Source: an optimization exercise on an open RTL-to-GDS flow (aim: small area and few clock cycles per item). Production flows keep margins and buffers that such runs may drop. In this exercise RTL edits were held to simulation tests only and were not proved equivalent to the original. No activity file was given, so power comes from the tool's default toggle rates.

==> design/flow/design.v <==
package rv_int_pkg;
    localparam int REG_ADDR_W = 5;
    localparam int NUM_REGS   = 32;
    localparam int INSTR_W    = 32;
    typedef logic [REG_ADDR_W-1:0] reg_addr_t;
    typedef enum logic [6:0] {
        OPC_REG = 7'b0110011,
        OPC_IMM = 7'b0010011
    } opcode_e;
    typedef enum logic [2:0] {
        ALU_ADD = 3'b000,
        ALU_SUB = 3'b001,
        ALU_AND = 3'b010,
        ALU_OR  = 3'b011,
        ALU_SLT = 3'b101
    } alu_op_e;
    localparam logic [2:0] FUNCT3_ADD = 3'b000;  
    localparam logic [2:0] FUNCT3_SLT = 3'b010;
    localparam logic [2:0] FUNCT3_OR  = 3'b110;
    localparam logic [2:0] FUNCT3_AND = 3'b111;
    localparam int OPC_LSB    = 0;
    localparam int OPC_MSB    = 6;
    localparam int RD_LSB     = 7;
    localparam int RD_MSB     = 11;
    localparam int FUNCT3_LSB = 12;
    localparam int FUNCT3_MSB = 14;
    localparam int RS1_LSB    = 15;
    localparam int RS1_MSB    = 19;
    localparam int RS2_LSB    = 20;
    localparam int RS2_MSB    = 24;
    localparam int FUNCT7_B5  = 30;  
    localparam int IMM_I_LSB  = 20;
    localparam int IMM_I_MSB  = 31;  
endpackage
module register_file #(
    parameter int XLEN = 32
) (
    input  logic                   clk,
    input  logic                   rst,
    input  rv_int_pkg::reg_addr_t  rd_addr1,
    input  rv_int_pkg::reg_addr_t  rd_addr2,
    input  logic                   use_imm,
    input  logic [XLEN-1:0]        imm,
    input  logic                   wr_pend,    
    input  logic                   wr_go,      
    input  rv_int_pkg::reg_addr_t  wr_addr,
    input  logic [XLEN-1:0]        wr_data,
    output logic [XLEN-1:0]        rd_data1,
    output logic [XLEN-1:0]        rd_data2
);
    localparam int N = rv_int_pkg::NUM_REGS;
    logic [N-1:1][XLEN-1:0] regs;
    logic [N-1:1]           written;
    logic [N-1:1]           we;
    logic                   fwd1;
    logic                   fwd2;
    logic [N:0]             sel1;    
    logic [N+1:0]           sel2;    
    assign fwd1 = wr_pend && (rd_addr1 == wr_addr);
    assign fwd2 = wr_pend && !use_imm && (rd_addr2 == wr_addr);
    for (genvar i = 1; i < N; i++) begin : g_reg
        assign we[i]   = wr_pend && wr_go && (wr_addr == i);
        assign sel1[i] = written[i] && !fwd1 && (rd_addr1 == i);
        assign sel2[i] = written[i] && !fwd2 && !use_imm && (rd_addr2 == i);
        always_ff @(posedge clk or posedge rst) begin
            if (rst) begin
                written[i] <= 1'b0;
            end else if (we[i]) begin
                written[i] <= 1'b1;
            end
        end
        always_ff @(posedge clk) begin
            if (we[i]) begin
                regs[i] <= wr_data;
            end
        end
    end
    assign sel1[0] = fwd1;
    assign sel1[N] = 1'b0;
    assign sel2[0] = fwd2;
    assign sel2[N] = use_imm;
    assign sel2[N+1] = 1'b0;
    for (genvar b = 0; b < XLEN; b++) begin : g_bit
        logic [N:0]   col1;
        logic [N+1:0] col2;
        assign col1[0]   = wr_data[b];
        assign col2[0]   = wr_data[b];
        assign col1[N]   = 1'b0;
        assign col2[N]   = imm[b];
        assign col2[N+1] = 1'b0;
        for (genvar i = 1; i < N; i++) begin : g_col
            assign col1[i] = regs[i][b];
            assign col2[i] = regs[i][b];
        end
        rf_read_bit #(.NIN(N))   u_rd1 (.sel(sel1[N-1:0]), .d(col1[N-1:0]), .q(rd_data1[b]));
        rf_read_bit #(.NIN(N+1)) u_rd2 (.sel(sel2[N:0]),   .d(col2[N:0]),   .q(rd_data2[b]));
    end
endmodule
module rf_read_bit #(
    parameter int NIN = 32
) (
    input  logic [NIN-1:0] sel,
    input  logic [NIN-1:0] d,
    output logic           q
);
    localparam int NG = (NIN + 2) / 3;
    logic [3*NG-1:0] s;
    logic [3*NG-1:0] x;
    logic [NG-1:0]   grp_n;
    assign s = {{(3*NG-NIN){1'b0}}, sel};
    assign x = {{(3*NG-NIN){1'b0}}, d};
    for (genvar g = 0; g < NG; g++) begin : g_grp
        if (3*g+2 < NIN) begin : g_full
            rf_aoi3 u_aoi (.s(s[3*g+2:3*g]), .d(x[3*g+2:3*g]), .y_n(grp_n[g]));
        end else begin : g_part
            assign grp_n[g] = !((s[3*g] && x[3*g]) || (s[3*g+1] && x[3*g+1]));
        end
    end
    assign q = !(&grp_n);
endmodule
module rf_aoi3 (
    input  logic [2:0] s,
    input  logic [2:0] d,
    output logic       y_n
);
    assign y_n = !((s[0] && d[0]) || (s[1] && d[1]) || (s[2] && d[2]));
endmodule
module decode_stage (
    input  logic [rv_int_pkg::INSTR_W-1:0]  in_instr,
    output logic                            legal,
    output logic                            use_imm,
    output logic                            do_sub,
    output logic [2:0]                      funct3
);
    logic [6:0] opcode;
    assign opcode = in_instr[rv_int_pkg::OPC_MSB:rv_int_pkg::OPC_LSB];
    assign funct3 = in_instr[rv_int_pkg::FUNCT3_MSB:rv_int_pkg::FUNCT3_LSB];
    always_comb begin
        legal = 1'b0;
        if (opcode == rv_int_pkg::OPC_REG || opcode == rv_int_pkg::OPC_IMM) begin
            case (funct3)
                rv_int_pkg::FUNCT3_ADD,
                rv_int_pkg::FUNCT3_SLT,
                rv_int_pkg::FUNCT3_OR,
                rv_int_pkg::FUNCT3_AND: legal = 1'b1;
                default:                legal = 1'b0;
            endcase
        end
    end
    assign use_imm = !opcode[5];
    assign do_sub  = !funct3[2] && (funct3[1] || (opcode[5] && in_instr[rv_int_pkg::FUNCT7_B5]));
endmodule
module execute_stage #(
    parameter int XLEN = 32
) (
    input  logic [XLEN-1:0]  op_a,
    input  logic [XLEN-1:0]  op_b,
    input  logic             do_sub,
    input  logic [2:0]       funct3,
    output logic [XLEN-1:0]  result
);
    localparam int LEVELS = 5;  
    logic [XLEN-1:0] b_x;
    logic [XLEN-1:0] gen;
    logic [XLEN-1:0] prop;
    logic [XLEN-1:0] grp_g;    
    logic [XLEN-1:0] grp_p;
    logic [XLEN-1:0] carry;    
    logic [XLEN-1:0] sum;
    logic            less;
    assign b_x  = op_b ^ {XLEN{do_sub}};
    assign gen  = op_a & b_x;
    assign prop = op_a ^ b_x;
    always_comb begin
        grp_g    = gen;
        grp_p    = prop;
        grp_g[0] = gen[0] | (prop[0] & do_sub);
        for (int l = 0; l < LEVELS; l++) begin
            for (int i = 0; i < XLEN; i++) begin
                if ((i + 1) % (2 << l) == 0) begin
                    grp_g[i] = grp_g[i] | (grp_p[i] & grp_g[i - (1 << l)]);
                    grp_p[i] = grp_p[i] & grp_p[i - (1 << l)];
                end
            end
        end
        for (int l = LEVELS - 2; l >= 0; l--) begin
            for (int i = 0; i < XLEN; i++) begin
                if ((i + 1) % (2 << l) == (1 << l) && i >= (2 << l)) begin
                    grp_g[i] = grp_g[i] | (grp_p[i] & grp_g[i - (1 << l)]);
                    grp_p[i] = grp_p[i] & grp_p[i - (1 << l)];
                end
            end
        end
    end
    assign carry = {grp_g[XLEN-2:0], do_sub};
    assign sum   = prop ^ carry;
    assign less  = prop[XLEN-1] ? sum[XLEN-1] : op_a[XLEN-1];
    always_comb begin
        if (funct3[2]) begin
            result = gen | (prop & {XLEN{!funct3[0]}});
        end else begin
            result = funct3[1] ? {{(XLEN-1){1'b0}}, less} : sum;
        end
    end
endmodule
module result_stage #(
    parameter int XLEN = 32
) (
    input  logic                   clk,
    input  logic                   rst,
    input  logic                   in_valid,
    input  logic                   out_ready,
    input  rv_int_pkg::reg_addr_t  rd,
    input  logic [XLEN-1:0]        op_a,
    input  logic [XLEN-1:0]        op_b,
    input  logic                   do_sub,
    input  logic [2:0]             funct3,
    input  logic                   legal,
    output logic                   advance,
    output logic                   out_valid,
    output rv_int_pkg::reg_addr_t  out_rd,
    output logic [XLEN-1:0]        slot_a,
    output logic [XLEN-1:0]        slot_b,
    output logic                   slot_sub,
    output logic [2:0]             slot_funct3,
    output logic                   slot_legal
);
    assign advance = !out_valid || out_ready;
    always_ff @(posedge clk or posedge rst) begin
        if (rst) begin
            out_valid <= 1'b0;
        end else if (advance) begin
            out_valid <= in_valid;
        end
    end
    always_ff @(posedge clk) begin
        if (advance) begin
            out_rd      <= rd;
            slot_a      <= op_a;
            slot_b      <= op_b;
            slot_sub    <= do_sub;
            slot_funct3 <= funct3;
            slot_legal  <= legal;
        end
    end
endmodule
module rv_int_core #(
    parameter int XLEN = 32
) (
    input  logic                            clk,
    input  logic                            rst,
    input  logic                            in_valid,
    output logic                            in_ready,
    input  logic [rv_int_pkg::INSTR_W-1:0]  in_instr,
    output logic                            out_valid,
    input  logic                            out_ready,
    output rv_int_pkg::reg_addr_t           out_rd,
    output logic [XLEN-1:0]                 out_data,
    output logic                            out_illegal
);
    localparam int IMM_W = rv_int_pkg::IMM_I_MSB - rv_int_pkg::IMM_I_LSB + 1;
    logic                   advance;
    logic                   legal;
    logic                   use_imm;
    logic                   do_sub;
    logic [2:0]             funct3;
    rv_int_pkg::reg_addr_t  rs1;
    rv_int_pkg::reg_addr_t  rs2;
    rv_int_pkg::reg_addr_t  rd;
    logic [XLEN-1:0]        imm_ext;
    logic [XLEN-1:0]        op_a;
    logic [XLEN-1:0]        op_b;
    logic [XLEN-1:0]        slot_a;
    logic [XLEN-1:0]        slot_b;
    logic                   slot_sub;
    logic [2:0]             slot_funct3;
    logic                   slot_legal;
    logic [XLEN-1:0]        result;
    logic                   wr_pend;
    assign rs1 = in_instr[rv_int_pkg::RS1_MSB:rv_int_pkg::RS1_LSB];
    assign rs2 = in_instr[rv_int_pkg::RS2_MSB:rv_int_pkg::RS2_LSB];
    assign rd  = in_instr[rv_int_pkg::RD_MSB:rv_int_pkg::RD_LSB];
    assign imm_ext = {{(XLEN-IMM_W){in_instr[rv_int_pkg::IMM_I_MSB]}},
                      in_instr[rv_int_pkg::IMM_I_MSB:rv_int_pkg::IMM_I_LSB]};
    assign in_ready    = advance;
    assign out_data    = result;
    assign out_illegal = !slot_legal;
    assign wr_pend     = out_valid && slot_legal && (out_rd != '0);
    decode_stage u_decode (
        .in_instr (in_instr),
        .legal    (legal),
        .use_imm  (use_imm),
        .do_sub   (do_sub),
        .funct3   (funct3)
    );
    register_file #(
        .XLEN(XLEN)
    ) u_register_file (
        .clk      (clk),
        .rst      (rst),
        .rd_addr1 (rs1),
        .rd_addr2 (rs2),
        .use_imm  (use_imm),
        .imm      (imm_ext),
        .wr_pend  (wr_pend),
        .wr_go    (out_ready),
        .wr_addr  (out_rd),
        .wr_data  (result),
        .rd_data1 (op_a),
        .rd_data2 (op_b)
    );
    result_stage #(
        .XLEN(XLEN)
    ) u_result (
        .clk         (clk),
        .rst         (rst),
        .in_valid    (in_valid),
        .out_ready   (out_ready),
        .rd          (rd),
        .op_a        (op_a),
        .op_b        (op_b),
        .do_sub      (do_sub),
        .funct3      (funct3),
        .legal       (legal),
        .advance     (advance),
        .out_valid   (out_valid),
        .out_rd      (out_rd),
        .slot_a      (slot_a),
        .slot_b      (slot_b),
        .slot_sub    (slot_sub),
        .slot_funct3 (slot_funct3),
        .slot_legal  (slot_legal)
    );
    execute_stage #(
        .XLEN(XLEN)
    ) u_execute (
        .op_a   (slot_a),
        .op_b   (slot_b),
        .do_sub (slot_sub),
        .funct3 (slot_funct3),
        .result (result)
    );
endmodule
==> design/flow/run.sh <==
#!/bin/bash
# synth_recipe.tcl (not shown) runs the flow's synth.tcl, then flattens the netlist and writes it again
# the make line also repeats each setting of config.mk as NAME=value (left out here)
make -C /OpenROAD-flow-scripts/flow DESIGN_CONFIG=/design/flow/config.mk WORK_HOME=/design/flow/orfs CLKGATE_MAP_FILE= SYNTH_SCRIPT=/design/flow/synth_recipe.tcl finish
==> design/flow/config.mk <==
export PLATFORM = sky130hd
export DESIGN_NAME = rv_int_core
export DESIGN_NICKNAME = rv_int_core
export VERILOG_FILES = /design/flow/design.v
export SDC_FILE = /design/flow/constraint.sdc
export NUM_CORES = 4
export LEC_CHECK = 0
export CAP_MARGIN = 20
export CORE_MARGIN = 2
export CORE_UTILIZATION = 60
export CTS_BUF_LIST = sky130_fd_sc_hd__clkbuf_8
export SLEW_MARGIN = 20
export SYNTH_HIERARCHICAL = 1
export SYNTH_MINIMUM_KEEP_SIZE = 0
==> design/flow/constraint.sdc <==
create_clock -name core_clock -period 5.5 [get_ports {clk}]
set_input_delay 1.1000 -clock core_clock [delete_from_list [all_inputs] [get_ports {clk}]]
set_output_delay 1.1000 -clock core_clock [all_outputs]
set_load 0.01 [all_outputs]
==> results.json, run 1 <==
{
  "p_total_mw": 18.2,
  "vias_per_cell": 8.70,
  "regArea_um2": 32800,
  "clock_latency_ps": 870,
  "cts_sinks": 1098,
  "status": "failed layout checks",
  "yosys_warnings": 10,
  "cts_buffers": 172,
  "dr.pass1.iters": 14,
  "power_density_nw_per_um2": 342,
  "crit_type": "reg -> out",
  "grt_max_degree": 70,
  "drv_cap": 0,
  "fp.dieH_um": 278,
  "rows": 100,
  "wl_um": 188000,
  "ir_drop_uv": 269,
  "drt-initial-drc-count": 10300,
  "antenna_left": 0,
  "setup_viol": 5,
  "nets": 3120,
  "crit_family": "compound AO/OA/AOI/OAI gates",
  "fillerInstances": 4851,
  "coreArea_um2": 74400,
  "power.leakage_nw": 17.6,
  "drv_slew": 0,
  "syn-num-nets": 2684,
  "finalCriticalPeriod_ps": 5670,
  "dieArea_um2": 77400,
  "yosysSeqAreaShare_pct": 72.7,
  "path_cells": "buf_6 > buf_12 > xor2_2 > ha_1 > nand2_2 > o21ai_2 > or2b_1 > a211oi_4 > o21ai_2 > buf_4 > buf_4 > and2_1 > fa_2 > xor2_1 > o22ai_2 > buf_2",
  "grt_pass1_wl_um": 256000,
  "arrival_ps": 4570,
  "holdWs_ps": 407,
  "cts_max_level": 4,
  "post_drt_wl_per_cell_um": 45.4,
  "clkTransAtPathRegs_ps": 70,
  "globalplace.congestion": 0.969,
  "synth_area_um2": 45100,
  "cts_root_buf": "clkbuf_8",
  "grt_pass1_vias": 34600,
  "antenna_found_initial": 8,
  "initial_core_util_pct": 60.6,
  "so_faults": "negative setup slack",
  "hold_path_class": "in -> async",
  "timing.fmax_mhz": 176,
  "ys_ff_latch": 1098,
  "async_flop_share_pct": 2.91,
  "crit_buf_inv": 5,
  "die_w_um": 278,
  "route.detailed.drc": 0,
  "avgSynthCellArea_um2": 17.4,
  "setup_slack_ps": -167,
  "worst_pin_slew_ps": 1310,
  "drive_above_1_share_pct": 21.1,
  "synth_edf_count": 1066,
  "num_vias": 36000,
  "syn_to_final_growth_pct": 17.8,
  "cts_buffer_depth": 3,
  "grt_overflow": 0,
  "grtUsageTotal_pct": 47.8,
  "cp_max_fo": 11,
  "required_ps": 4400,
  "cp-start-kind": "register",
  "finalCritPeriodShare_pct": 103,
  "setup_tns_ps": -422,
  "cp-end-kind": "primary output",
  "max_stage_delay_ps": 490,
  "dpl.hpwl_um": 112000,
  "ys_types": 63,
  "cts_tree": "built",
  "report.final.hold_viol_count": 0,
  "synth_cells": 2600,
  "clock_skew_ps": 65.8,
  "multiInputGateArea_um2": 13000,
  "maxSlewHeadroom_pct": 12.9,
  "rsz0062_at_grt": "true",
  "slowest_stage": "edfxtp_1",
  "ios": 76,
  "ys.flop_type": "edfxtp_1",
  "port_buffers": 75
}
## modules after synthesis (local to each module, per instance), a selection
module        copies in the design  cells inside
rv_int_core                      1             3
rf_aoi3                        672             1
decode_stage                     1            11
## cell usage in the layout (no fill, tap or decap), types with 9 or more instances in the layout
| cell type | Yosys | layout |
|---|---|---|
| dfrtp_1 | 32 | 32 |
| nand2_1 | 84 | 83 |
| buf_12 | 0 | 23 |
| clkinv_2 | 0 | 11 |
| buf_4 | 3 | 198 |
| clkdlybuf4s50_1 | 0 | 56 |
| xnor2_1 | 15 | 15 |
| clkbuf_8 | 0 | 175 |
| clkinv_1 | 0 | 33 |
| nand4_1 | 137 | 137 |
| nor3_2 | 0 | 16 |
| ha_1 | 32 | 30 |
| nand3b_1 | 9 | 9 |
| or2_2 | 26 | 26 |
| edfxtp_1 | 1066 | 1066 |
| a22o_1 | 32 | 32 |
| a21oi_1 | 44 | 39 |
| o21ai_2 | 1 | 12 |
| nor4b_2 | 0 | 10 |
| nor2_1 | 61 | 13 |
| nand3_1 | 47 | 47 |
| inv_1 | 22 | 84 |
| nor2_4 | 0 | 47 |
| nand2b_1 | 9 | 9 |
| fa_1 | 16 | 12 |
| or3_1 | 34 | 34 |
| o22ai_2 | 0 | 13 |
| xor2_1 | 42 | 37 |
| or4_4 | 32 | 32 |
| a222oi_1 | 672 | 672 |
## flip-flops by register name, indices dropped and copies added, names as in the netlist
register                 cells
u_register_file.regs       992
u_result.slot_a             32
u_result.slot_b             32
u_result.slot_legal          1
u_result.slot_sub            1
u_result.slot_funct3         3
u_result.out_rd              5
u_result.out_valid           1
u_register_file.written     31
## report_power, final
part	internal, mW	total (mW)	leakage [nW]	switching [mW]
clock network	3.37	6.67	1.90	3.30
logic	0.561	1.75	5.64	1.19
registers	9.67	9.76	10.1	0.0881
total	13.6	18.2	17.6	4.58
## kinds of logic after synthesis
family	Yosys count	share of synthesized area [%]
compound gates	820	17.2
xor+xnor	57	1.11
fa+ha+maj	48	1.60
buf+inv	59	0.546
flops	1098	72.7
mux	2	0.0471
simple gates	516	6.80
## synth_stat cells (26+ instances only)
master	count	share of area, %
edfxtp_1	1066	71
a222oi_1	672	15
nand4_1	137	1.9
nand2_1	84	0.70
nor2_1	61	0.51
nand3_1	47	0.52
a21oi_1	44	0.49
xor2_1	42	0.82
or3_1	34	0.47
a22o_1	32	0.62
dfrtp_1	32	1.8
ha_1	32	0.89
or4_4	32	0.80
or2_2	26	0.36
## final timing paths
check | start | endpoint | slack, ps | depth (start not counted)
min in group core_clock | u_register_file.written[20] | u_register_file.written[20] | 490 | 1
max in group asynchronous | rst | u_register_file.written[25] | 4460 | 3
max reg2reg | u_result.slot_sub | u_result.slot_b[27] | 330 | 19
min reg2reg | u_register_file.written[20] | u_register_file.written[20] | 490 | 1
min | rst | u_result.out_valid | 410 | 2
max | u_result.slot_sub | out_data[29] | -170 | 16
## through the flow
stage / cells / util, % / area (um^2) / setup slack, ps
CTS: 4122 / 71.0 / 52800 / -207
global route: 4136 / 71.4 / 53100 / -193
global placement: 3813 / 66.5 / 49500 / 114
floorplan: 2600 / - / 45100 / 3.67
detailed placement: 3814 / 66.5 / 49500 / 116
finish: 4141 / 71.4 / 53100 / -167
## layer usage
| layer | global-route usage [%] | wire, um | up-vias |
|---|---|---|---|
| met3 | 18.6 | 34000 | 1011 |
| met5 | 1.38 | 116 | - |
| met2 | 70.2 | 80100 | 4103 |
| met1 | 59.1 | 58100 | 17600 |
| met4 | 31.5 | 15700 | 8 |
| li1 | - | - | 13400 |
## cell type report
class	count	area share [%]
Antenna cell	6	0.0283
Inverter	22	0.155
Clock buffer	175	4.53
Timing Repair Buffer	299	5.12
Tap cell	969	2.28
Sequential cell	1098	61.8
Clock inverter	129	1.60
Multi-Input combinational cell	1443	24.5
## repair_timing
item	in CTS	in global routing
hold buffers	0	0
cloned	0	1
pin swaps	12	16
buffers inserted	4	11
setup endpoints to repair	18	23
gates resized for setup	49	50
Testbench counts, summed over its fixed seeds: cycles 12,008, items 12,000.
==> run 2, diff against run 1 <==
--- a/design/flow/design.v
+++ b/design/flow/design.v
@@ -153,28 +153,46 @@
 module execute_stage #(
     parameter int XLEN = 32
 ) (
-    input  logic [XLEN-1:0]  op_a,
-    input  logic [XLEN-1:0]  op_b,
+    input  logic [XLEN-1:0]  gen,
+    input  logic [XLEN-1:0]  prop,
     input  logic             do_sub,
     input  logic [2:0]       funct3,
     output logic [XLEN-1:0]  result
 );
+    logic [XLEN-1:0] carry;    
+    alu_carry #(
+        .XLEN(XLEN)
+    ) u_carry (
+        .gen    (gen),
+        .prop   (prop),
+        .cin    (do_sub),
+        .carry  (carry)
+    );
+    alu_result #(
+        .XLEN(XLEN)
+    ) u_res (
+        .gen    (gen),
+        .prop   (prop),
+        .carry  (carry),
+        .funct3 (funct3),
+        .result (result)
+    );
+endmodule
+module alu_carry #(
+    parameter int XLEN = 32
+) (
+    input  logic [XLEN-1:0]  gen,
+    input  logic [XLEN-1:0]  prop,
+    input  logic             cin,
+    output logic [XLEN-1:0]  carry
+);
     localparam int LEVELS = 5;  
-    logic [XLEN-1:0] b_x;
-    logic [XLEN-1:0] gen;
-    logic [XLEN-1:0] prop;
     logic [XLEN-1:0] grp_g;    
     logic [XLEN-1:0] grp_p;
-    logic [XLEN-1:0] carry;    
-    logic [XLEN-1:0] sum;
-    logic            less;
-    assign b_x  = op_b ^ {XLEN{do_sub}};
-    assign gen  = op_a & b_x;
-    assign prop = op_a ^ b_x;
     always_comb begin
         grp_g    = gen;
         grp_p    = prop;
-        grp_g[0] = gen[0] | (prop[0] & do_sub);
+        grp_g[0] = gen[0] | (prop[0] & cin);
         for (int l = 0; l < LEVELS; l++) begin
             for (int i = 0; i < XLEN; i++) begin
                 if ((i + 1) % (2 << l) == 0) begin
@@ -192,9 +210,21 @@
             end
         end
     end
-    assign carry = {grp_g[XLEN-2:0], do_sub};
-    assign sum   = prop ^ carry;
-    assign less  = prop[XLEN-1] ? sum[XLEN-1] : op_a[XLEN-1];
+    assign carry = {grp_g[XLEN-2:0], cin};
+endmodule
+module alu_result #(
+    parameter int XLEN = 32
+) (
+    input  logic [XLEN-1:0]  gen,
+    input  logic [XLEN-1:0]  prop,
+    input  logic [XLEN-1:0]  carry,
+    input  logic [2:0]       funct3,
+    output logic [XLEN-1:0]  result
+);
+    logic [XLEN-1:0] sum;
+    logic            less;
+    assign sum  = prop ^ carry;
+    assign less = prop[XLEN-1] ? sum[XLEN-1] : gen[XLEN-1];
     always_comb begin
         if (funct3[2]) begin
             result = gen | (prop & {XLEN{!funct3[0]}});
@@ -203,6 +233,20 @@
         end
     end
 endmodule
+module alu_front #(
+    parameter int XLEN = 32
+) (
+    input  logic [XLEN-1:0]  op_a,
+    input  logic [XLEN-1:0]  op_b,
+    input  logic             do_sub,
+    output logic [XLEN-1:0]  gen,
+    output logic [XLEN-1:0]  prop
+);
+    logic [XLEN-1:0] b_x;
+    assign b_x  = op_b ^ {XLEN{do_sub}};
+    assign gen  = op_a & b_x;
+    assign prop = op_a ^ b_x;
+endmodule
 module result_stage #(
     parameter int XLEN = 32
 ) (
@@ -270,8 +314,10 @@
     logic [XLEN-1:0]        imm_ext;
     logic [XLEN-1:0]        op_a;
     logic [XLEN-1:0]        op_b;
-    logic [XLEN-1:0]        slot_a;
-    logic [XLEN-1:0]        slot_b;
+    logic [XLEN-1:0]        gen;
+    logic [XLEN-1:0]        prop;
+    logic [XLEN-1:0]        slot_g;
+    logic [XLEN-1:0]        slot_p;
     logic                   slot_sub;
     logic [2:0]             slot_funct3;
     logic                   slot_legal;
@@ -309,6 +355,15 @@
         .rd_data1 (op_a),
         .rd_data2 (op_b)
     );
+    alu_front #(
+        .XLEN(XLEN)
+    ) u_alu_front (
+        .op_a   (op_a),
+        .op_b   (op_b),
+        .do_sub (do_sub),
+        .gen    (gen),
+        .prop   (prop)
+    );
     result_stage #(
         .XLEN(XLEN)
     ) u_result (
@@ -317,16 +372,16 @@
         .in_valid    (in_valid),
         .out_ready   (out_ready),
         .rd          (rd),
-        .op_a        (op_a),
-        .op_b        (op_b),
+        .op_a        (gen),
+        .op_b        (prop),
         .do_sub      (do_sub),
         .funct3      (funct3),
         .legal       (legal),
         .advance     (advance),
         .out_valid   (out_valid),
         .out_rd      (out_rd),
-        .slot_a      (slot_a),
-        .slot_b      (slot_b),
+        .slot_a      (slot_g),
+        .slot_b      (slot_p),
         .slot_sub    (slot_sub),
         .slot_funct3 (slot_funct3),
         .slot_legal  (slot_legal)
@@ -334,8 +389,8 @@
     execute_stage #(
         .XLEN(XLEN)
     ) u_execute (
-        .op_a   (slot_a),
-        .op_b   (slot_b),
+        .gen    (slot_g),
+        .prop   (slot_p),
         .do_sub (slot_sub),
         .funct3 (slot_funct3),
         .result (result)
==> design/flow/config.mk (replaced) <==
export PLATFORM = sky130hd
export DESIGN_NAME = rv_int_core
export DESIGN_NICKNAME = rv_int_core
export VERILOG_FILES = /design/flow/design.v
export SDC_FILE = /design/flow/constraint.sdc
export NUM_CORES = 4
export LEC_CHECK = 0
export CAP_MARGIN = 10
export CORE_MARGIN = 2
export CORE_UTILIZATION = 50
export CTS_BUF_LIST = sky130_fd_sc_hd__clkbuf_16
export CTS_CLUSTER_DIAMETER = 70
export CTS_CLUSTER_SIZE = 24
export SETUP_SLACK_MARGIN = 0.05
export SLEW_MARGIN = 10
export SYNTH_HIERARCHICAL = 1
export SYNTH_MINIMUM_KEEP_SIZE = 0
==> results.json, run 2 <==
{
  "status": "timing/DRC/antenna clean",
  "finalCriticalPeriod_ps": 5380,
  "drive_above_1_share_pct": 16.4,
  "largest_register_ffs": 992,
  "drv_slew": 0,
  "yosysMostFrequentCell": "edfxtp_1",
  "timing.fmax_mhz": 186,
  "regArea_um2": 32800,
  "ys_top_cells_by_area": "edfxtp_1 (71%), a222oi_1 (15%), nand4_1 (1.9%)",
  "antenna_left": 0,
  "maxSlewHeadroom_pct": 5.56,
  "finalCritPeriodShare_pct": 97.7,
  "synth_cells": 2611,
  "globalplace.congestion": 0.958,
  "cp-start-kind": "register",
  "nets": 2985,
  "initial_core_util_pct": 50.4,
  "yosys_warnings": 11,
  "rsz0062_at_grt": "false",
  "rows": 110,
  "vias_per_cell": 8.33,
  "top_register": "u_register_file.regs",
  "setup_viol": 0,
  "clock_latency_ps": 680,
  "drt-initial-drc-count": 9070,
  "final_common_cell": "edfxtp_1",
  "synth.top_cell.area_share_pct": 70.6,
  "report.final.hold_viol_count": 0,
  "cts_buffer_depth": 3,
  "ys_ff_latch": 1098,
  "grt_pass1_vias": 33000,
  "synthTopCellsByCount": "edfxtp_1 (1066), a222oi_1 (672), nand4_1 (137), nand2_1 (77), nor2_1 (60)",
  "port_buffers": 75,
  "crit_family": "compound AO/OA/AOI/OAI gates",
  "synth_edf_count": 1066,
  "drv_cap": 0,
  "grtUsageTotal_pct": 38.3,
  "cts_hold_buf": 0,
  "power_density_nw_per_um2": 307,
  "yosysSeqAreaShare_pct": 72.4,
  "antenna_found_initial": 2,
  "setup_slack_ps": 124,
  "final_cell_mix": "edfxtp_1 (1066), a222oi_1 (672), buf_4 (188), nand4_1 (137), nand2_1 (77)",
  "yosys.area.top_type": "edfxtp_1",
  "grt_pass1_wl_um": 250000,
  "wl_um": 183000,
  "cts_root_buf": "clkbuf_16",
  "async_flop_share_pct": 2.91,
  "grt_max_degree": 65,
  "coreArea_um2": 89900,
  "arrival_ps": 4280,
  "insertedDiodeCount": 0,
  "ir_drop_uv": 270,
  "worst_pin_slew_ps": 1410,
  "clock_skew_ps": 28.7,
  "power.leakage_nw": 16.6,
  "cts_max_level": 2,
  "post_drt_wl_per_cell_um": 44.3,
  "ys_types": 66,
  "multiInputGateArea_um2": 12900,
  "grt_overflow": 0,
  "hold_path_class": "reg -> reg",
  "cts_sinks": 1098,
  "syn_to_final_growth_pct": 14.0,
  "route.detailed.drc": 0,
  "cts_buffers": 57,
  "dpl_worst_slack_ps": -278,
  "dr.pass1.iters": 14,
  "cp-end-kind": "primary output",
  "die_w_um": 305,
  "ys.flop_type": "edfxtp_1",
  "ios": 76,
  "top_regs": "u_register_file.regs: 992 flops, u_result.slot_a: 32 flops, u_result.slot_b: 32 flops",
  "required_ps": 4400,
  "max_stage_delay_ps": 670,
  "slowest_stage": "clkdlybuf4s50_1",
  "path_cells": "a21oi_1 > buf_4 > o21ai_2 > a21oi_2 > o41ai_4 > a41o_1 > xnor2_1 > o22ai_4 > clkdlybuf4s50_1",
  "dpl.hpwl_um": 114000,
  "syn-num-nets": 2679,
  "num_vias": 34400,
  "avgSynthCellArea_um2": 17.4,
  "cts_tree": "built",
  "setup_tns_ps": 0,
  "crit_buf_inv": 2,
  "crit_type": "reg -> out",
  "clkTransAtPathRegs_ps": 100,
  "fp.dieH_um": 305,
  "fillerInstances": 6875,
  "cp_max_fo": 17,
  "synth_area_um2": 45300,
  "dieArea_um2": 93100
}
## run 2: cell count changes after synthesis, sizes merged, moves of 4 or more
cell / previous run / this run
buf: 16 / 27
nand3b: 9 / 4
fa: 16 / 0
o22ai: 21 / 31
xor2: 42 / 38
inv: 22 / 18
xnor2: 15 / 36
a21o: 8 / 16
clkbuf: 21 / 12
nand2: 84 / 77
## run 2: cell type report
type	instances	share of cell area [%]
inverters	18	0.131
clock buffers	59	2.86
repair buffers	285	5.04
multi-input cells	1457	25.0
clock inverters	34	0.603
flip-flops and latches	1098	63.5
well taps	1176	2.85
## run 2: worst register-to-register path, cell delays in order, from the launching register on
cell and delay [ps]:
edfxtp_1 560, or3_1 170, o311a_1 370, nand2b_1 160, nor4_4 320, and3_1 530, nor2_4 350, buf_4 300
a222oi_1 900, nand4_1 170, or3_1 410, xor2_1 160, ha_1 280
## run 2: modules after synthesis, one instance, submodules excluded, a selection
module	cells inside	flip-flops and latches	copies in the design
rv_int_core	3	0	1
rf_aoi3	1	0	672
decode_stage	11	0	1
## run 2: timing repair
| action | CTS | global route |
|---|---|---|
| gates resized for setup | 1 | 3 |
| hold endpoints to repair | 0 | 0 |
| setup endpoints to repair | 3 | 6 |
| setup buffers | 1 | 0 |
| cloned | 0 | 1 |
| pin swaps | 1 | 2 |
## run 2: final timing paths
path	from	endpoint	slack, ps	cells after the start
max	u_result.slot_b[0]	out_data[29]	120	9
min	u_register_file.written[16]	u_register_file.written[16]	510	1
max reg2reg	u_result.out_rd[2]	u_result.slot_b[5]	590	12
min reg2reg	u_register_file.written[16]	u_register_file.written[16]	510	1
max in group asynchronous	rst	u_register_file.written[15]	4310	3
min in group asynchronous	rst	u_result.out_valid	580	2
## run 2: layer usage
layer / GRT usage (%) / part of all wire [%] / wire length, um / vias to the layer above
met5: 0 / 0.015 / 27 / -
met4: 20.6 / 6.4 / 11600 / 4
met3: 12.3 / 16 / 29300 / 600
met2: 56.8 / 43 / 79200 / 3402
met1: 50.2 / 34 / 62800 / 17300
li1: - / - / - / 13100
## run 2: logic make-up after synthesis
logic type               after synthesis  synth area share [%]
flip-flops                          1098                  72.4
AO/OA/AOI/OAI                        846                  17.9
AND/OR/NAND/NOR                      504                  6.64
XOR/XNOR                              74                  1.43
buffers and inverters                 57                 0.764
adder cells (fa/ha/maj)               32                 0.883
## run 2: where the power goes
group	switching [mW]	internal, mW	leakage (nW)
logic	0.885	0.427	5.50
registers	0.142	9.53	10.2
clock network	2.73	2.13	0.907
## run 2: stage by stage
stage | hold WS, ps | instance area [um^2] | power (mW) | util (%) | std cells
4_1_cts | 508 | 51600 | 15.8 | 57.5 | 4126
5_1_grt | 540 | 51700 | 16.2 | 57.5 | 4127
3_5_place_dp | 485 | 49800 | 11.1 | 55.5 | 4032
2_1_floorplan | 445 | 45400 | 10.5 | - | 2611
6_report | 513 | 51700 | 15.8 | 57.5 | 4127
3_3_place_gp | 473 | 49800 | 11.1 | 55.5 | 4032
Testbench counts of run 2, summed over its fixed seeds: cycles 12,008, items 12,000.
==> run 3, diff against run 2 <==
==> design/flow/flow/run.sh (new file) <==
#!/bin/bash
set -e
export BUFFER_PORTS_ARGS="-buffer_cell sky130_fd_sc_hd__buf_1"
export CTS_ARGS="-sink_clustering_enable -repair_clock_nets -sink_clustering_size 24 -sink_clustering_max_diameter 70 -buf_list sky130_fd_sc_hd__clkbuf_16 -dont_use_dummy_load"
bash standard.sh > standard_sh.log 2>&1
==> design/flow/standard.sh (new file) <==
#!/bin/bash
# synth_recipe.tcl (not shown) runs the flow's synth.tcl, then flattens the netlist and writes it again
# the make line also repeats each setting of config.mk as NAME=value (left out here)
make -C /OpenROAD-flow-scripts/flow DESIGN_CONFIG=/design/flow/config.mk WORK_HOME=/design/flow/orfs CLKGATE_MAP_FILE= SYNTH_SCRIPT=/design/flow/synth_recipe.tcl "${@:-finish}"
removed: design/flow/run.sh
==> results.json, run 3 <==
{
  "port_buffers": 75,
  "hold_path_class": "in -> async",
  "power.leakage_nw": 16.2,
  "ys_top_cells_by_area": "edfxtp_1 (71%), a222oi_1 (15%), nand4_1 (1.9%)",
  "top_regs": "u_register_file.regs: 992 flops, u_result.slot_a: 32 flops, u_result.slot_b: 32 flops",
  "grt_pass1_wl_um": 251000,
  "yosysSeqAreaShare_pct": 72.4,
  "coreArea_um2": 89900,
  "rows": 110,
  "antenna_found_initial": 8,
  "dieArea_um2": 93100,
  "cp_max_fo": 17,
  "grt_max_degree": 59,
  "clkTransAtPathRegs_ps": 100,
  "ys_ff_latch": 1098,
  "avgSynthCellArea_um2": 17.4,
  "arrival_ps": 4280,
  "cts_buffer_depth": 3,
  "report.final.hold_viol_count": 0,
  "cts_max_level": 2,
  "drv_slew": 0,
  "cts_root_buf": "clkbuf_16",
  "required_ps": 4400,
  "rsz0062_at_grt": "true",
  "cts_sinks": 1098,
  "dr.pass1.iters": 17,
  "insertedDiodeCount": 0,
  "cp-start-kind": "register",
  "setup_viol": 0,
  "placed_cells": 4020,
  "async_flop_share_pct": 2.91,
  "final_cell_mix": "edfxtp_1 (1066), a222oi_1 (672), buf_4 (182), nand4_1 (137), nand2_1 (77)",
  "ios": 76,
  "power_density_nw_per_um2": 303,
  "ys.flop_type": "edfxtp_1",
  "post_drt_wl_per_cell_um": 44.9,
  "die_w_um": 305,
  "setup_tns_ps": 0,
  "finalCritPeriodShare_pct": 97.9,
  "ir_drop_uv": 256,
  "syn-num-nets": 2679,
  "num_vias": 34200,
  "syn_to_final_growth_pct": 11.8,
  "synth.top_cell.area_share_pct": 70.6,
  "vias_per_cell": 8.37,
  "cp-end-kind": "primary output",
  "route.detailed.drc": 0,
  "drt-initial-drc-count": 9298,
  "wl_um": 183000,
  "finalCriticalPeriod_ps": 5380,
  "timing.fmax_mhz": 186,
  "cts_hold_buf": 0,
  "nets": 2974,
  "worst_pin_slew_ps": 1300,
  "top_register": "u_register_file.regs",
  "grt_pass1_vias": 33200,
  "yosysMostFrequentCell": "edfxtp_1",
  "synth_cells": 2611,
  "globalplace.congestion": 0.945,
  "maxSlewHeadroom_pct": 12.8,
  "grt_overflow": 0,
  "final_common_cell": "edfxtp_1",
  "ys_types": 66,
  "clock_skew_ps": 72.7,
  "grtUsageTotal_pct": 38.5,
  "yosys_warnings": 11,
  "synth_edf_count": 1066,
  "yosys.area.top_type": "edfxtp_1",
  "post_cts_buffers": 0,
  "crit_type": "reg -> out",
  "synth_area_um2": 45300,
  "initial_core_util_pct": 50.4,
  "drive_above_1_share_pct": 15.8,
  "status": "timing/DRC/antenna clean",
  "cts_tree": "built",
  "largest_register_ffs": 992,
  "synthTopCellsByCount": "edfxtp_1 (1066), a222oi_1 (672), nand4_1 (137), nand2_1 (77), nor2_1 (60)",
  "antenna_left": 0,
  "fp.dieH_um": 305,
  "fin_cells": 4080,
  "dpl.hpwl_um": 113000,
  "cts_buffers": 58,
  "clock_latency_ps": 730,
  "drv_cap": 0
}
run 3: critical path: stages, from the launching register on:
cell,delay (ps)
edfxtp_1,590
nand4_1,360
o41ai_4,910
a41o_2,420
a31o_1,350
xnor2_1,260
o22ai_4,440
buf_1,220
run 3: per-module statistics from Yosys, one instance, submodules excluded, a selection:
| module | cells inside | flip-flops and latches | area [um^2] | copies in the design |
|---|---|---|---|---|
| rv_int_core | 3 | 0 | 20.0 | 1 |
| rf_aoi3 | 1 | 0 | 10.0 | 672 |
| decode_stage | 11 | 0 | 73.8 | 1 |
run 3: path summary, 6_finish.rpt:
path,end,startpoint,slack (ps),depth (start not counted)
hold / removal,u_result.out_valid,rst,180,2
max in group asynchronous,u_register_file.written[22],rst,4640,3
setup / recovery,out_data[31],u_result.slot_b[10],120,7
setup reg to reg,u_result.slot_b[31],u_result.slot_b[21],490,13
hold reg to reg,u_register_file.written[9],u_register_file.written[9],490,1
min in group core_clock,u_register_file.written[9],u_register_file.written[9],490,1
run 3: report_power, final:
part	switching [mW]	internal, mW
combinational	0.886	0.358
sequential	0.137	9.53
clock	2.59	1.87
total	3.61	11.8
run 3: per-layer routing:
layer  GRT usage (%)  vias to the layer above  share of wire (%)
met5           0.775                        -              0.067
met4            21.7                        6                6.7
met3            13.1                      755                 16
met2            58.5                     3444                 44
met1            48.4                    16900                 34
li1                -                    13000                  -
run 3: final cells by class:
type | count | area, um^2
Fill cell | 6987 | 39200
Sequential cell | 1098 | 32800
Multi-Input combinational cell | 1458 | 12900
Timing Repair Buffer | 272 | 1950
Tap cell | 1176 | 1470
Clock buffer | 58 | 1450
Inverter | 18 | 67.6
run 3: repair_timing:
| item | CTS | global route |
|---|---|---|
| setup endpoints to repair | 2 | 7 |
| gates cloned | 0 | 2 |
| pin swaps | 2 | 3 |
| gates resized for setup | 3 | 1 |
run 3: kinds of logic (layout without fill, tap and decap cells):
family | Yosys count | count (layout) | share of synthesized area (%)
adders and majority gates | 32 | 32 | 0.883
buffers and inverters | 57 | 348 | 0.764
xor gates and xnor gates | 74 | 74 | 1.43
and+or+nand+nor | 504 | 504 | 6.64
AOI/OAI and AO/OA | 846 | 848 | 17.9
DFF | 1098 | 1098 | 72.4
run 3: metrics by stage:
stage	power, mW	cell area [um^2]	utilization (%)	setup slack [ps]	hold slack (ps)
final	15.4	50700	56.4	118	176
after global placement	11.0	49200	54.7	407	473
after global routing	15.7	50700	56.4	39.5	177
after floorplan	10.5	45400	-	111	445
after CTS	15.3	50700	56.4	36.6	170
after detailed placement	11.0	49200	54.7	389	483
==> run 4, diff against run 3 <==
==> design/flow/flow/run.sh (replaced) <==
#!/bin/bash
set -e
export BUFFER_PORTS_ARGS="-buffer_cell sky130_fd_sc_hd__buf_1"
export CTS_ARGS="-sink_clustering_enable -repair_clock_nets -sink_clustering_size 30 -sink_clustering_max_diameter 80 -buf_list sky130_fd_sc_hd__clkbuf_16 -dont_use_dummy_load"
bash standard.sh > standard_sh.log 2>&1
--- a/design/flow/config.mk
+++ b/design/flow/config.mk
@@ -9,8 +9,8 @@
 export CORE_MARGIN = 2
 export CORE_UTILIZATION = 50
 export CTS_BUF_LIST = sky130_fd_sc_hd__clkbuf_16
-export CTS_CLUSTER_DIAMETER = 70
-export CTS_CLUSTER_SIZE = 24
+export CTS_CLUSTER_DIAMETER = 80
+export CTS_CLUSTER_SIZE = 30
 export SETUP_SLACK_MARGIN = 0.05
 export SLEW_MARGIN = 10
 export SYNTH_HIERARCHICAL = 1
==> results.json, run 4 <==
{
  "timing.fmax_mhz": 191,
  "p_int_mw": 11.5,
  "dieArea_um2": 93100,
  "route.detailed.drc": 0,
  "ir_drop_uv": 330,
  "synthTopCellsByCount": "edfxtp_1 (1066), a222oi_1 (672), nand4_1 (137), nand2_1 (77), nor2_1 (60)",
  "status": "timing/DRC/antenna clean",
  "power.switching_mw": 3.52,
  "ys.flop_type": "edfxtp_1",
  "finalCritPeriodShare_pct": 95.1,
  "cp_max_fo": 17,
  "wl_um": 183000,
  "switching_share_pct": 23.5,
  "fp.dieH_um": 305,
  "die_w_um": 305,
  "cp-start-kind": "register",
  "drive_above_1_share_pct": 15.5,
  "synth_edf_count": 1066,
  "dr.pass1.iters": 11,
  "synth_area_um2": 45300,
  "largest_register_ffs": 992,
  "async_flop_share_pct": 2.91,
  "syn_to_final_growth_pct": 11.3,
  "combPwrFrac_pct": 8.3,
  "grt_pass1_vias": 32900,
  "antenna_left": 0,
  "coreArea_um2": 89900,
  "avgSynthCellArea_um2": 17.4,
  "power.leakage_nw": 16.0,
  "yosysMostFrequentCell": "edfxtp_1",
  "grt_max_degree": 59,
  "ios": 76,
  "cts_tree": "built",
  "syn-num-nets": 2679,
  "final_common_cell": "edfxtp_1",
  "clock_latency_ps": 670,
  "arrival_ps": 4130,
  "hold_path_class": "in -> async",
  "final_util_pct": 56.1,
  "clkTransAtPathRegs_ps": 120,
  "clock_skew_ps": 91.7,
  "drt-initial-drc-count": 9077,
  "maxSlewHeadroom_pct": 11.2,
  "rsz0062_at_grt": "false",
  "power_density_nw_per_um2": 297,
  "post_drt_wl_per_cell_um": 44.8,
  "path_cells": "nand4_1 > o41ai_4 > a41o_2 > a31o_1 > xnor2_1 > o22ai_4 > buf_1",
  "ys_ff_latch": 1098,
  "cts_buffer_depth": 3,
  "ys_types": 66,
  "num_vias": 34300,
  "cts_sinks": 1098,
  "setup_viol": 0,
  "grt_overflow": 0,
  "required_ps": 4400,
  "final_cell_mix": "edfxtp_1 (1066), a222oi_1 (672), buf_4 (182), nand4_1 (137), nand2_1 (77)",
  "cp-end-kind": "primary output",
  "max_stage_delay_ps": 860,
  "vias_per_cell": 8.43,
  "cts_root_buf": "clkbuf_16",
  "report.final.hold_viol_count": 0,
  "pwr-share-seq_pct": 64.6,
  "crit_type": "reg -> out",
  "cts_buffers": 48,
  "slowest_stage": "o41ai_4",
  "top_regs": "u_register_file.regs: 992 flops, u_result.slot_a: 32 flops, u_result.slot_b: 32 flops",
  "nets": 2963,
  "yosys_warnings": 11,
  "yosys.area.top_type": "edfxtp_1",
  "cts_max_level": 2,
  "globalplace.congestion": 0.945,
  "crit_buf_inv": 1,
  "crit_family": "compound AO/OA/AOI/OAI gates",
  "grt_pass1_wl_um": 250000,
  "synth.top_cell.area_share_pct": 70.6,
  "ys_top_cells_by_area": "edfxtp_1 (71%), a222oi_1 (15%), nand4_1 (1.9%)",
  "worst_pin_slew_ps": 1330,
  "yosysSeqAreaShare_pct": 72.4,
  "drv_slew": 0,
  "initial_core_util_pct": 50.4,
  "port_buffers": 75,
  "cts_hold_buf": 0,
  "synth_cells": 2611,
  "grtUsageTotal_pct": 38.2,
  "antenna_found_initial": 6,
  "finalCriticalPeriod_ps": 5230,
  "clkPwrFrac_pct": 27.2,
  "rows": 110,
  "setup_tns_ps": 0,
  "dpl.hpwl_um": 113000,
  "top_register": "u_register_file.regs",
  "drv_cap": 0
}
-- run 4: cell counts after synthesis --
Identical to the previous run, type by type.
-- run 4: worst reg2reg max path: stages (launching register included) --
cell      delay (ps)
edfxtp_1         440
a21oi_1          430
o21ai_0          300
a221oi_1         500
o21ai_0          170
a41o_2           310
a31o_1           340
xnor2_1          460
o22ai_4          270
a222oi_1         410
nand4_1          150
or3_1            410
xor2_1           150
ha_1             300
-- run 4: stage by stage --
stage	power [mW]	area [um^2]	setup slack (ps)	std cells	hold slack (ps)
floorplan	10.5	45400	111	2611	445
global route	15.3	50400	144	4069	238
global placement	11.0	49200	407	4020	473
finish	15.0	50400	267	4072	229
detailed placement	11.0	49200	389	4020	483
CTS	14.9	50400	81.1	4068	218
-- run 4: path summary, 6_finish.rpt --
check | startpoint | end | slack (ps) | cells after the start
max in group asynchronous | rst | u_register_file.written[9] | 4550 | 3
max reg2reg | u_result.slot_b[21] | u_result.slot_b[31] | 630 | 13
min | rst | u_result.out_valid | 230 | 2
max | u_result.slot_b[10] | out_data[31] | 270 | 7
min in group core_clock | u_register_file.written[9] | u_register_file.written[9] | 490 | 1
min reg2reg | u_register_file.written[9] | u_register_file.written[9] | 490 | 1
-- run 4: power by group through the flow --
stage | clock network (mW) | registers [mW] | logic (mW)
6_report | 4.07 | 9.67 | 1.24
5_1_grt | 4.32 | 9.68 | 1.31
4_1_cts | 4.07 | 9.66 | 1.21
3_5_place_dp | 0 | 9.85 | 1.20
3_3_place_gp | 0 | 9.85 | 1.15
2_1_floorplan | 0 | 9.81 | 0.672
-- run 4: modules after synthesis, one instance, submodules excluded, excerpt --
module        cells  flops+latches  copies in the design  cell area, um^2
rv_int_core       3              0                     1             20.0
decode_stage     11              0                     1             73.8
rf_aoi3           1              0                   672             10.0
-- run 4: repair_timing --
action	in CTS	in global routing
cloned	0	1
buffers inserted	0	0
gates resized for setup	3	1
pin swaps	2	3
endpoints found under the setup margin	2	4
-- run 4: cell type report --
cell class,instances,area (um^2)
diodes,3,7.51
clock buffers,48,1200
fillers,7007,39400
inverters,18,67.6
multi-input cells,1457,12900
flip-flops and latches,1098,32800
well taps,1176,1470
repair buffers,272,1950
-- run 4: kinds of logic (layout without fill, tap and decap cells) --
group	Yosys count	count (layout)	share of synthesized area, %
compound gates	846	847	17.9
xor+xnor	74	74	1.43
fa+ha+maj	32	32	0.883
buf+inv	57	338	0.764
flops	1098	1098	72.4
other cells	0	3	0
simple gates	504	504	6.64
-- run 4: per-layer routing --
metal,routed length [um],global-route usage (%)
met3,28000,11.6
met2,80900,58.4
met1,62000,48.9
met4,11600,21.2
met5,100,0.775

-- afterwards: timing with drivers on the ports --
The flow's constraints put no driver on any port. The routed layouts listed below were extracted and timed again, unchanged, in two steps. Step 1: set_driving_cell puts a clkbuf_16 on clk and a buf_2 on each other input, an assumption about the parent block. Step 2 times the ports against the registers' clock, not the clock port: input delays grow and output delays shrink by t, the midpoint of the rising clock arrivals with the driver on. a / b / c = ideal ports / drivers / drivers and shift; a / b = the first two.
run	t, ns	slack for setup (ns)	worst hold slack (ns)	worst setup path after step 2
run 1	0.900	-0.167 / -0.234 / 0.309	0.407 / 0.371 / 0.486	input to register
run 2	0.730	0.124 / 0.057 / -0.525	0.513 / 0.513 / 0.513	input to register
run 3	0.763	0.118 / 0.048 / 0.107	0.176 / 0.130 / 0.493	input to register
run 4	0.699	0.267 / 0.191 / 0.175	0.229 / 0.176 / 0.491	input to register
Met with ideal ports but missed after step 2: setup timing in run 2. The setup slack of run 2, which loses most, moves by -0.067 ns with the drivers and by -0.649 ns with both steps.
